From an optimization exercise on the open Yosys and OpenROAD flow, aimed at small area; shortcuts taken in it are not production practice. The RTL was checked by simulation tests, not by an equivalence proof against the original design. Power is estimated from default activity; no workload was simulated.

==> run Z: inputs <==
==> flow/design.v (excerpt) <==
module mem_write_buffer #(
  parameter int DEPTH       = 4,
  parameter int ADDR_WIDTH  = 32,
  parameter int BLOCK_BITS  = 128,
  parameter int OFFSET_BITS = 4
) (
  input  logic                    clk,
  input  logic                    rst,
  input  logic                    mem_req,
  input  logic                    mem_rw,
  input  logic [ADDR_WIDTH-1:0]   mem_addr,
  input  logic [BLOCK_BITS-1:0]   mem_wdata,
  output logic                    mem_ready,
  output logic                    mem_resp,
  output logic [BLOCK_BITS-1:0]   mem_rdata,
  output logic                    mm_req,
  output logic                    mm_rw,
  output logic [ADDR_WIDTH-1:0]   mm_addr,
  output logic [BLOCK_BITS-1:0]   mm_wdata,
  input  logic                    mm_ready,
  input  logic                    mm_resp,
  input  logic [BLOCK_BITS-1:0]   mm_rdata,
  output logic [$clog2(DEPTH):0]  wb_count
);
==> module mem_write_buffer, before the edit <==
module mem_write_buffer #(
  parameter int DEPTH       = 4,
  parameter int ADDR_WIDTH  = 32,
  parameter int BLOCK_BITS  = 128,
  parameter int OFFSET_BITS = 4
) (
  input  logic                    clk,
  input  logic                    rst,
  input  logic                    mem_req,
  input  logic                    mem_rw,
  input  logic [ADDR_WIDTH-1:0]   mem_addr,
  input  logic [BLOCK_BITS-1:0]   mem_wdata,
  output logic                    mem_ready,
  output logic                    mem_resp,
  output logic [BLOCK_BITS-1:0]   mem_rdata,
  output logic                    mm_req,
  output logic                    mm_rw,
  output logic [ADDR_WIDTH-1:0]   mm_addr,
  output logic [BLOCK_BITS-1:0]   mm_wdata,
  input  logic                    mm_ready,
  input  logic                    mm_resp,
  input  logic [BLOCK_BITS-1:0]   mm_rdata,
  output logic [$clog2(DEPTH):0]  wb_count
);
  localparam int PW = $clog2(DEPTH);
  localparam int CW = PW + 1;
  logic [ADDR_WIDTH-1:0] ent_addr [DEPTH];
  logic [BLOCK_BITS-1:0] ent_data [DEPTH];
  logic [PW-1:0] head;
  logic [CW-1:0] count;
  logic          rd_pend;
  logic          waiting;      
  logic [DEPTH-1:0] rsel;      
  logic [PW-1:0]    tail;
  logic [DEPTH-1:0] head_oh, tail_oh, msel;
  logic [DEPTH-1:0] co_vec;
  logic             head_match, co, hit;
  logic             idle, accept, acc_wr, acc_rd, rd_miss, push, pop, rd_done;
  logic [BLOCK_BITS-1:0] wsrc;
  assign tail      = head + count[PW-1:0];
  assign wb_count  = count;
  assign mem_ready = !count[PW] && !rd_pend && !mem_resp;
  assign accept  = mem_req && mem_ready;
  assign acc_wr  = accept && mem_rw;
  assign acc_rd  = accept && !mem_rw;
  assign rd_miss = acc_rd && !hit;
  assign push    = acc_wr && !co;
  assign pop     = waiting && mm_rw && mm_resp;
  assign rd_done = waiting && !mm_rw && mm_resp;
  assign idle    = !mm_req && !waiting;
  always_comb begin
    head_match = 1'b0;
    for (int i = 0; i < DEPTH; i++) begin
      logic [PW-1:0] rel;
      logic          eq;
      rel        = PW'(i) - head;
      eq         = ent_addr[i][ADDR_WIDTH-1:OFFSET_BITS] == mem_addr[ADDR_WIDTH-1:OFFSET_BITS];
      head_oh[i] = (rel == '0);
      tail_oh[i] = (PW'(i) == tail);
      co_vec[i]  = eq && (rel != '0) && (CW'(rel) < count);
      if (rel == '0 && count != '0 && eq) head_match = 1'b1;
    end
    co  = |co_vec;
    hit = co || head_match;
    msel = mm_rw ? head_oh : tail_oh;
  end
  assign wsrc = rd_pend ? mm_rdata : mem_wdata;
  always_ff @(posedge clk) begin
    for (int i = 0; i < DEPTH; i++) begin
      if (tail_oh[i] && !count[PW] && !rd_pend)
        ent_addr[i] <= mem_addr;
      if ((tail_oh[i] && !count[PW] && !mem_resp) || (co_vec[i] && acc_wr))
        ent_data[i] <= ~wsrc;    
    end
    if (mem_ready)
      rsel <= co ? co_vec : (head_match ? head_oh : tail_oh);
    if (idle)
      mm_rw <= !(rd_pend || rd_miss);
  end
  always_comb begin
    mem_rdata = '0;
    mm_wdata  = '0;
    mm_addr   = '0;
    for (int i = 0; i < DEPTH; i++) begin
      mem_rdata = mem_rdata | (~ent_data[i] & {BLOCK_BITS{rsel[i]}});
      mm_wdata  = mm_wdata  | (~ent_data[i] & {BLOCK_BITS{head_oh[i]}});
      mm_addr   = mm_addr   | (ent_addr[i] & {ADDR_WIDTH{msel[i]}});
    end
  end
  always_ff @(posedge clk or negedge rst) begin
    if (!rst) begin
      head     <= '0;
      count    <= '0;
      rd_pend  <= 1'b0;
      waiting  <= 1'b0;
      mm_req   <= 1'b0;
      mem_resp <= 1'b0;
    end else begin
      mem_resp <= acc_wr || (acc_rd && hit) || rd_done;
      if (rd_miss)
        rd_pend <= 1'b1;
      else if (rd_done)
        rd_pend <= 1'b0;
      if (pop)
        head <= head + 1'b1;
      if (push && !pop)
        count <= count + 1'b1;
      else if (pop && !push)
        count <= count - 1'b1;
      if (idle) begin
        if (rd_pend || rd_miss || count != '0)
          mm_req <= 1'b1;
      end else if (mm_req) begin
        if (mm_ready) begin
          mm_req  <= 1'b0;
          waiting <= 1'b1;
        end
      end else if (mm_resp) begin
        waiting <= 1'b0;
      end
    end
  end
endmodule
export LEC_CHECK = 0
export CAP_MARGIN = 0
export CORE_MARGIN = 2
export CORE_UTILIZATION = 75
export SLEW_MARGIN = 0
create_clock -name core_clock -period 6.0 [get_ports {clk}]
standard.sh (not shown) runs the stock make flow with config.mk's settings and CLKGATE_MAP_FILE= SYNTH_SCRIPT=/design/flow/synth_recipe.tcl, a recipe that flattens the netlist after the stock synthesis.
==> flow/flow/run.sh <==
#!/bin/bash
# Standard ORFS layout, except:
#  - synthesis maps with an area-oriented ABC script (flow/my_synth.tcl is
#    synth_recipe.tcl with only the ABC script swapped);
#  - the port buffers are the smallest buffer (buf_1) instead of the one
#    buffer_ports picks by default; repair_design still resizes any that need it;
#  - clock tree: larger sink clusters on one buffer type and no dummy loads.
set -euo pipefail
HERE=$(pwd)
export MY_ABC_SCRIPT="$HERE/flow/abc_area_map.script"
export BUFFER_PORTS_ARGS="-buffer_cell sky130_fd_sc_hd__buf_1"
export CTS_ARGS="-sink_clustering_enable -repair_clock_nets -dont_use_dummy_load -buf_list sky130_fd_sc_hd__clkbuf_16 -sink_clustering_size 30 -sink_clustering_max_diameter 60"
bash standard.sh SYNTH_SCRIPT="$HERE/flow/my_synth.tcl" finish > flow_make.log 2>&1
==> flow/flow/abc_area_map.script <==
strash
dch -f
amap -m
topo
==> flow/flow/my_synth.tcl <==
# synth_recipe.tcl (the standard synthesis) with one change: the final technology
# mapping uses the area-oriented ABC script in abc_area_map.script (named by
# MY_ABC_SCRIPT) instead of ORFS's delay-oriented abc_speed.script. Registers,
# flattening and renaming are exactly as in the standard synthesis.
proc synth {args} { yosys synth -nofsm -noshare {*}$args }
proc abc {args} {
  set i [lsearch -exact $args -script]
  if { $i >= 0 } { set args [lreplace $args [expr {$i+1}] [expr {$i+1}] $::env(MY_ABC_SCRIPT)] }
  puts "MY_ABC: using [lindex $args [expr {$i+1}]]"
  yosys abc {*}$args
}
source $::env(SCRIPTS_DIR)/synth.tcl
# left out here: clear keep_hierarchy, flatten, clean up, hide names made inside functions, write 1_2_yosys.v
==> run F (differences from run Z) <==
--- a/flow/design.v
+++ b/flow/design.v
@@ -71,5 +71,5 @@
         ent_addr[i] <= mem_addr;
       if ((tail_oh[i] && !count[PW] && !mem_resp) || (co_vec[i] && acc_wr))
-        ent_data[i] <= ~wsrc;    
+        ent_data[i] <= wsrc;
     end
     if (mem_ready)
@@ -83,6 +83,6 @@
     mm_addr   = '0;
     for (int i = 0; i < DEPTH; i++) begin
-      mem_rdata = mem_rdata | (~ent_data[i] & {BLOCK_BITS{rsel[i]}});
-      mm_wdata  = mm_wdata  | (~ent_data[i] & {BLOCK_BITS{head_oh[i]}});
+      mem_rdata = mem_rdata | (ent_data[i] & {BLOCK_BITS{rsel[i]}});
+      mm_wdata  = mm_wdata  | (ent_data[i] & {BLOCK_BITS{head_oh[i]}});
       mm_addr   = mm_addr   | (ent_addr[i] & {ADDR_WIDTH{msel[i]}});
     end
--- a/flow/flow/run.sh
+++ b/flow/flow/run.sh
@@ -10,4 +10,4 @@
 export MY_ABC_SCRIPT="$HERE/flow/abc_area_map.script"
 export BUFFER_PORTS_ARGS="-buffer_cell sky130_fd_sc_hd__buf_1"
-export CTS_ARGS="-sink_clustering_enable -repair_clock_nets -dont_use_dummy_load -buf_list sky130_fd_sc_hd__clkbuf_16 -sink_clustering_size 30 -sink_clustering_max_diameter 60"
+export CTS_ARGS="-sink_clustering_enable -repair_clock_nets -dont_use_dummy_load -buf_list sky130_fd_sc_hd__clkbuf_16 -sink_clustering_size 36 -sink_clustering_max_diameter 70"
 bash standard.sh SYNTH_SCRIPT="$HERE/flow/my_synth.tcl" finish > flow_make.log 2>&1
CORE_UTILIZATION = 60   (was 75)
==> qor summary <==
                                                                                      run Z                    run F
Run status                                                          complete, no violations  complete, no violations
Post-Synthesis Net Count                                                               2054                     2177
Via density                                                                           7.731                    6.914
Power share of the combinational group                                                48.5%                    48.2%
Worst IR Drop VDD                                                                 0.5655 mV                0.4722 mV
Bufs w/o clock                                                                          619                      618
Finished Layout Cells                                                                  2874                     3126
Final total power                                                                  20.94 mW                 20.42 mW
Tap cell count                                                                          468                      600
Clock slew seen by the registers of the worst setup and hold paths                  0.08 ns                  0.12 ns
Clock network area share                                                             2.926%                   2.818%
Core Box Area                                                                   0.03635 mm2              0.04538 mm2
Area fraction in compound gates after synthesis                                      24.38%                   23.21%
Power Density                                                                  661.7 mW/mm2             638.8 mW/mm2
Post-placement setup slack                                                         1.270 ns                 1.188 ns
Clock tree skew after final layout                                               0.04695 ns               0.06670 ns
CTS buffer count                                                                         37                       36
Sequential power                                                                    8.35 mW                  8.16 mW
Non-CTS inverters                                                                       102                      224

* * *

==> 02-25 <==
mem_write_buffer with an RTL version that a note above also has.
## mem_write_buffer
module mem_write_buffer #(
  parameter int DEPTH       = 4,
  parameter int ADDR_WIDTH  = 32,
  parameter int BLOCK_BITS  = 128,
  parameter int OFFSET_BITS = 4
) (
  input  logic                    clk,
  input  logic                    rst,
  input  logic                    mem_req,
  input  logic                    mem_rw,
  input  logic [ADDR_WIDTH-1:0]   mem_addr,
  input  logic [BLOCK_BITS-1:0]   mem_wdata,
  output logic                    mem_ready,
  output logic                    mem_resp,
  output logic [BLOCK_BITS-1:0]   mem_rdata,
  output logic                    mm_req,
  output logic                    mm_rw,
  output logic [ADDR_WIDTH-1:0]   mm_addr,
  output logic [BLOCK_BITS-1:0]   mm_wdata,
  input  logic                    mm_ready,
  input  logic                    mm_resp,
  input  logic [BLOCK_BITS-1:0]   mm_rdata,
  output logic [$clog2(DEPTH):0]  wb_count
);
==> module mem_write_buffer, before the edit <==
module mem_write_buffer #(
  parameter int DEPTH       = 4,
  parameter int ADDR_WIDTH  = 32,
  parameter int BLOCK_BITS  = 128,
  parameter int OFFSET_BITS = 4
) (
  input  logic                    clk,
  input  logic                    rst,
  input  logic                    mem_req,
  input  logic                    mem_rw,
  input  logic [ADDR_WIDTH-1:0]   mem_addr,
  input  logic [BLOCK_BITS-1:0]   mem_wdata,
  output logic                    mem_ready,
  output logic                    mem_resp,
  output logic [BLOCK_BITS-1:0]   mem_rdata,
  output logic                    mm_req,
  output logic                    mm_rw,
  output logic [ADDR_WIDTH-1:0]   mm_addr,
  output logic [BLOCK_BITS-1:0]   mm_wdata,
  input  logic                    mm_ready,
  input  logic                    mm_resp,
  input  logic [BLOCK_BITS-1:0]   mm_rdata,
  output logic [$clog2(DEPTH):0]  wb_count
);
  localparam int PW = $clog2(DEPTH);
  localparam int CW = PW + 1;
  logic [ADDR_WIDTH-1:0] ent_addr [DEPTH];
  logic [BLOCK_BITS-1:0] ent_data [DEPTH];
  logic [PW-1:0] head;
  logic [CW-1:0] count;
  logic          rd_pend;
  logic          waiting;      
  logic [DEPTH-1:0] rsel;      
  logic [PW-1:0]    tail;
  logic [DEPTH-1:0] head_oh, tail_oh, msel;
  logic [DEPTH-1:0] co_vec;
  logic             head_match, co, hit;
  logic             idle, accept, acc_wr, acc_rd, rd_miss, push, pop, rd_done;
  logic [BLOCK_BITS-1:0] wsrc;
  assign tail      = head + count[PW-1:0];
  assign wb_count  = count;
  assign mem_ready = !count[PW] && !rd_pend && !mem_resp;
  assign accept  = mem_req && mem_ready;
  assign acc_wr  = accept && mem_rw;
  assign acc_rd  = accept && !mem_rw;
  assign rd_miss = acc_rd && !hit;
  assign push    = acc_wr && !co;
  assign pop     = waiting && mm_rw && mm_resp;
  assign rd_done = waiting && !mm_rw && mm_resp;
  assign idle    = !mm_req && !waiting;
  always_comb begin
    head_match = 1'b0;
    for (int i = 0; i < DEPTH; i++) begin
      logic [PW-1:0] rel;
      logic          eq;
      rel        = PW'(i) - head;
      eq         = ent_addr[i][ADDR_WIDTH-1:OFFSET_BITS] == mem_addr[ADDR_WIDTH-1:OFFSET_BITS];
      head_oh[i] = (rel == '0);
      tail_oh[i] = (PW'(i) == tail);
      co_vec[i]  = eq && (rel != '0) && (CW'(rel) < count);
      if (rel == '0 && count != '0 && eq) head_match = 1'b1;
    end
    co  = |co_vec;
    hit = co || head_match;
    msel = mm_rw ? head_oh : tail_oh;
  end
  assign wsrc = rd_pend ? mm_rdata : mem_wdata;
  always_ff @(posedge clk) begin
    for (int i = 0; i < DEPTH; i++) begin
      if (tail_oh[i] && !count[PW] && !rd_pend)
        ent_addr[i] <= mem_addr;
      if ((tail_oh[i] && !count[PW] && !mem_resp) || (co_vec[i] && acc_wr))
        ent_data[i] <= wsrc;
    end
    if (mem_ready)
      rsel <= co ? co_vec : (head_match ? head_oh : tail_oh);
    if (idle)
      mm_rw <= !(rd_pend || rd_miss);
  end
  always_comb begin
    mem_rdata = '0;
    mm_wdata  = '0;
    mm_addr   = '0;
    for (int i = 0; i < DEPTH; i++) begin
      mem_rdata = mem_rdata | (ent_data[i] & {BLOCK_BITS{rsel[i]}});
      mm_wdata  = mm_wdata  | (ent_data[i] & {BLOCK_BITS{head_oh[i]}});
      mm_addr   = mm_addr   | (ent_addr[i] & {ADDR_WIDTH{msel[i]}});
    end
  end
  always_ff @(posedge clk or negedge rst) begin
    if (!rst) begin
      head     <= '0;
      count    <= '0;
      rd_pend  <= 1'b0;
      waiting  <= 1'b0;
      mm_req   <= 1'b0;
      mem_resp <= 1'b0;
    end else begin
      mem_resp <= acc_wr || (acc_rd && hit) || rd_done;
      if (rd_miss)
        rd_pend <= 1'b1;
      else if (rd_done)
        rd_pend <= 1'b0;
      if (pop)
        head <= head + 1'b1;
      if (push && !pop)
        count <= count + 1'b1;
      else if (pop && !push)
        count <= count - 1'b1;
      if (idle) begin
        if (rd_pend || rd_miss || count != '0)
          mm_req <= 1'b1;
      end else if (mm_req) begin
        if (mm_ready) begin
          mm_req  <= 1'b0;
          waiting <= 1'b1;
        end
      end else if (mm_resp) begin
        waiting <= 1'b0;
      end
    end
  end
endmodule
export LEC_CHECK = 0
export CAP_MARGIN = 0
export CORE_MARGIN = 2
export CORE_UTILIZATION = 60
export SLEW_MARGIN = 0
create_clock -name core_clock -period 6.0 [get_ports {clk}]
==> flow/flow/run.sh <==
#!/bin/bash
# Standard ORFS layout, except:
#  - synthesis maps with an area-oriented ABC script (flow/my_synth.tcl is
#    synth_recipe.tcl with only the ABC script swapped);
#  - the port buffers are the smallest buffer (buf_1) instead of the one
#    buffer_ports picks by default; repair_design still resizes any that need it;
#  - clock tree: larger sink clusters on one buffer type and no dummy loads.
set -euo pipefail
HERE=$(pwd)
export MY_ABC_SCRIPT="$HERE/flow/abc_area_map.script"
export BUFFER_PORTS_ARGS="-buffer_cell sky130_fd_sc_hd__buf_1"
export CTS_ARGS="-sink_clustering_enable -repair_clock_nets -dont_use_dummy_load -buf_list sky130_fd_sc_hd__clkbuf_8 -sink_clustering_size 18 -sink_clustering_max_diameter 45"
bash standard.sh SYNTH_SCRIPT="$HERE/flow/my_synth.tcl" finish > flow_make.log 2>&1
Scripts as last shown in full above: flow/flow/abc_area_map.script, flow/flow/my_synth.tcl
==> 05-08: changes against 02-25 <==
==> flow/flow/run.sh (replaced) <==
#!/bin/bash
# Standard ORFS layout, except that the port buffers are the smallest buffer
# (buf_1) instead of the one buffer_ports picks by default; repair_design still
# resizes any of them that need more drive.
set -euo pipefail
export BUFFER_PORTS_ARGS="-buffer_cell sky130_fd_sc_hd__buf_1"
bash standard.sh finish > flow_make.log 2>&1
--- a/flow/config.mk
+++ b/flow/config.mk
@@ -10,2 +10,4 @@
 export CORE_UTILIZATION = 60
+export CTS_BUF_LIST = sky130_fd_sc_hd__clkbuf_8
+export CTS_CLUSTER_SIZE = 20
 export SLEW_MARGIN = 0
removed: flow/flow/abc_area_map.script
removed: flow/flow/my_synth.tcl
==> 11-10: changes against 02-25 <==
==> flow/run.sh (new file) <==
#!/bin/bash
# synth_recipe.tcl (not shown) runs the flow's synth.tcl, then flattens the netlist and writes it again
# the make line also repeats each setting of config.mk as NAME=value (left out here)
make -C /OpenROAD-flow-scripts/flow DESIGN_CONFIG=/design/flow/config.mk WORK_HOME=/design/flow/orfs CLKGATE_MAP_FILE= SYNTH_SCRIPT=/design/flow/synth_recipe.tcl finish
--- a/flow/config.mk
+++ b/flow/config.mk
@@ -7,5 +7,5 @@
 export LEC_CHECK = 0
-export CAP_MARGIN = 0
+export CAP_MARGIN = 20
 export CORE_MARGIN = 2
-export CORE_UTILIZATION = 60
-export SLEW_MARGIN = 0
+export CORE_UTILIZATION = 40
+export SLEW_MARGIN = 20
removed: flow/flow/run.sh
removed: flow/flow/abc_area_map.script
removed: flow/flow/my_synth.tcl
removed: flow/standard.sh
==> 12-23: changes against 02-25 <==
--- a/flow/design.v
+++ b/flow/design.v
@@ -72,3 +72,3 @@
       if ((tail_oh[i] && !count[PW] && !mem_resp) || (co_vec[i] && acc_wr))
-        ent_data[i] <= wsrc;
+        ent_data[i] <= ~wsrc;    
     end
@@ -84,4 +84,4 @@
     for (int i = 0; i < DEPTH; i++) begin
-      mem_rdata = mem_rdata | (ent_data[i] & {BLOCK_BITS{rsel[i]}});
-      mm_wdata  = mm_wdata  | (ent_data[i] & {BLOCK_BITS{head_oh[i]}});
+      mem_rdata = mem_rdata | (~ent_data[i] & {BLOCK_BITS{rsel[i]}});
+      mm_wdata  = mm_wdata  | (~ent_data[i] & {BLOCK_BITS{head_oh[i]}});
       mm_addr   = mm_addr   | (ent_addr[i] & {ADDR_WIDTH{msel[i]}});
--- a/flow/flow/run.sh
+++ b/flow/flow/run.sh
@@ -11,3 +11,3 @@
 export BUFFER_PORTS_ARGS="-buffer_cell sky130_fd_sc_hd__buf_1"
-export CTS_ARGS="-sink_clustering_enable -repair_clock_nets -dont_use_dummy_load -buf_list sky130_fd_sc_hd__clkbuf_8 -sink_clustering_size 18 -sink_clustering_max_diameter 45"
+export CTS_ARGS='-sink_clustering_enable -repair_clock_nets -dont_use_dummy_load -buf_list {sky130_fd_sc_hd__clkbuf_4 sky130_fd_sc_hd__clkbuf_8 sky130_fd_sc_hd__clkbuf_16} -sink_clustering_size 24 -sink_clustering_max_diameter 50'
 bash standard.sh SYNTH_SCRIPT="$HERE/flow/my_synth.tcl" finish > flow_make.log 2>&1
--- a/flow/config.mk
+++ b/flow/config.mk
@@ -9,3 +9,3 @@
 export CORE_MARGIN = 2
-export CORE_UTILIZATION = 60
+export CORE_UTILIZATION = 70
 export SLEW_MARGIN = 0
==> qor summary <==
item	02-25	12-23	05-08	11-10
Run status	timing/DRC/antenna clean	timing/DRC/antenna clean	timing/DRC/antenna clean	timing/DRC/antenna clean
Cell depth of the worst setup path	10	10	8	8
Post-DR vias/cell	6.89	7.42	6.37	5.74
Layout cell share with drive strength beyond 1	4.50%	4.14%	11.2%	10.4%
Launching point of the worst reg2reg path	head[0]	ent_addr[0][6]	head[0]	head[0]
Final design area excluding fillers	32000 um2	32000 um2	33600 um2	38200 um2
Portion of synthesized cell area occupied by the leading cell type	70.2%	70.6%	66.9%	66.9%
Number of nets in the layout	2863	2722	2927	2896
Syn_nets	2177	2054	2352	2352
Leak pwr	0.00954 uW	0.00945 uW	0.0113 uW	0.0129 uW
Clock buffer count in the final layout	66	46	107	89
Peak supply drop	0.476 mV	0.507 mV	0.556 mV	0.574 mV
Largest net degree at the start of global routing	93	98	131	98
DPL Wire Length	51700 um	51600 um	52200 um	56400 um
Portion of the clock cycle consumed by the worst path in the final layout	87.7%	88.9%	83.9%	88.9%
GRT met1 Usage	46.3%	54.3%	43.6%	29.0%
Count of different cell masters after synthesis	28	27	44	44
Reg power frac	40.0%	39.2%	38.3%	33.2%
Final critical-path required period	5260 ps	5340 ps	5030 ps	5330 ps
Total wirelength of the detailed-routed design	83800 um	83800 um	84900 um	92600 um
# diodes	2	5	2	1

==> re-timing with driven ports <==
The results above use ideal ports. As a check the final layouts listed here were re-extracted and re-timed, cells and wires unchanged.
Step 1: set_driving_cell puts a clkbuf_16 on clk and a buf_2 on each other input, an assumption about the parent block.
Step 2, shift: input delay + t, output delay - t, t = (earliest + latest rising clock arrival at the registers) / 2. This alone moves slack from input paths to output paths.
Three values: no drivers, after step 1, after step 2; two values: the first two.
run | shift t [ns] | setup slack, ns | worst setup path after step 2 | latest minus earliest clock arrival (ns)
run Z | 0.581 | 0.862 / 0.812 / 1.093 | input to register | 0.047 / 0.047
run F | 0.635 | 0.772 / 0.709 / 1.085 | input to register | 0.070 / 0.070
02-25 | 0.675 | 0.737 / 0.678 / 1.116 | input to register | 0.078 / 0.078
05-08 | 0.746 | 0.965 / 0.903 / 1.260 | input to register | 0.034 / 0.034
11-10 | 0.647 | 0.666 / 0.609 / 1.009 | input to register | 0.034 / 0.033
12-23 | 0.633 | 0.664 / 0.605 / 1.105 | input to register | 0.065 / 0.065
After both steps every run listed still meets setup and hold.
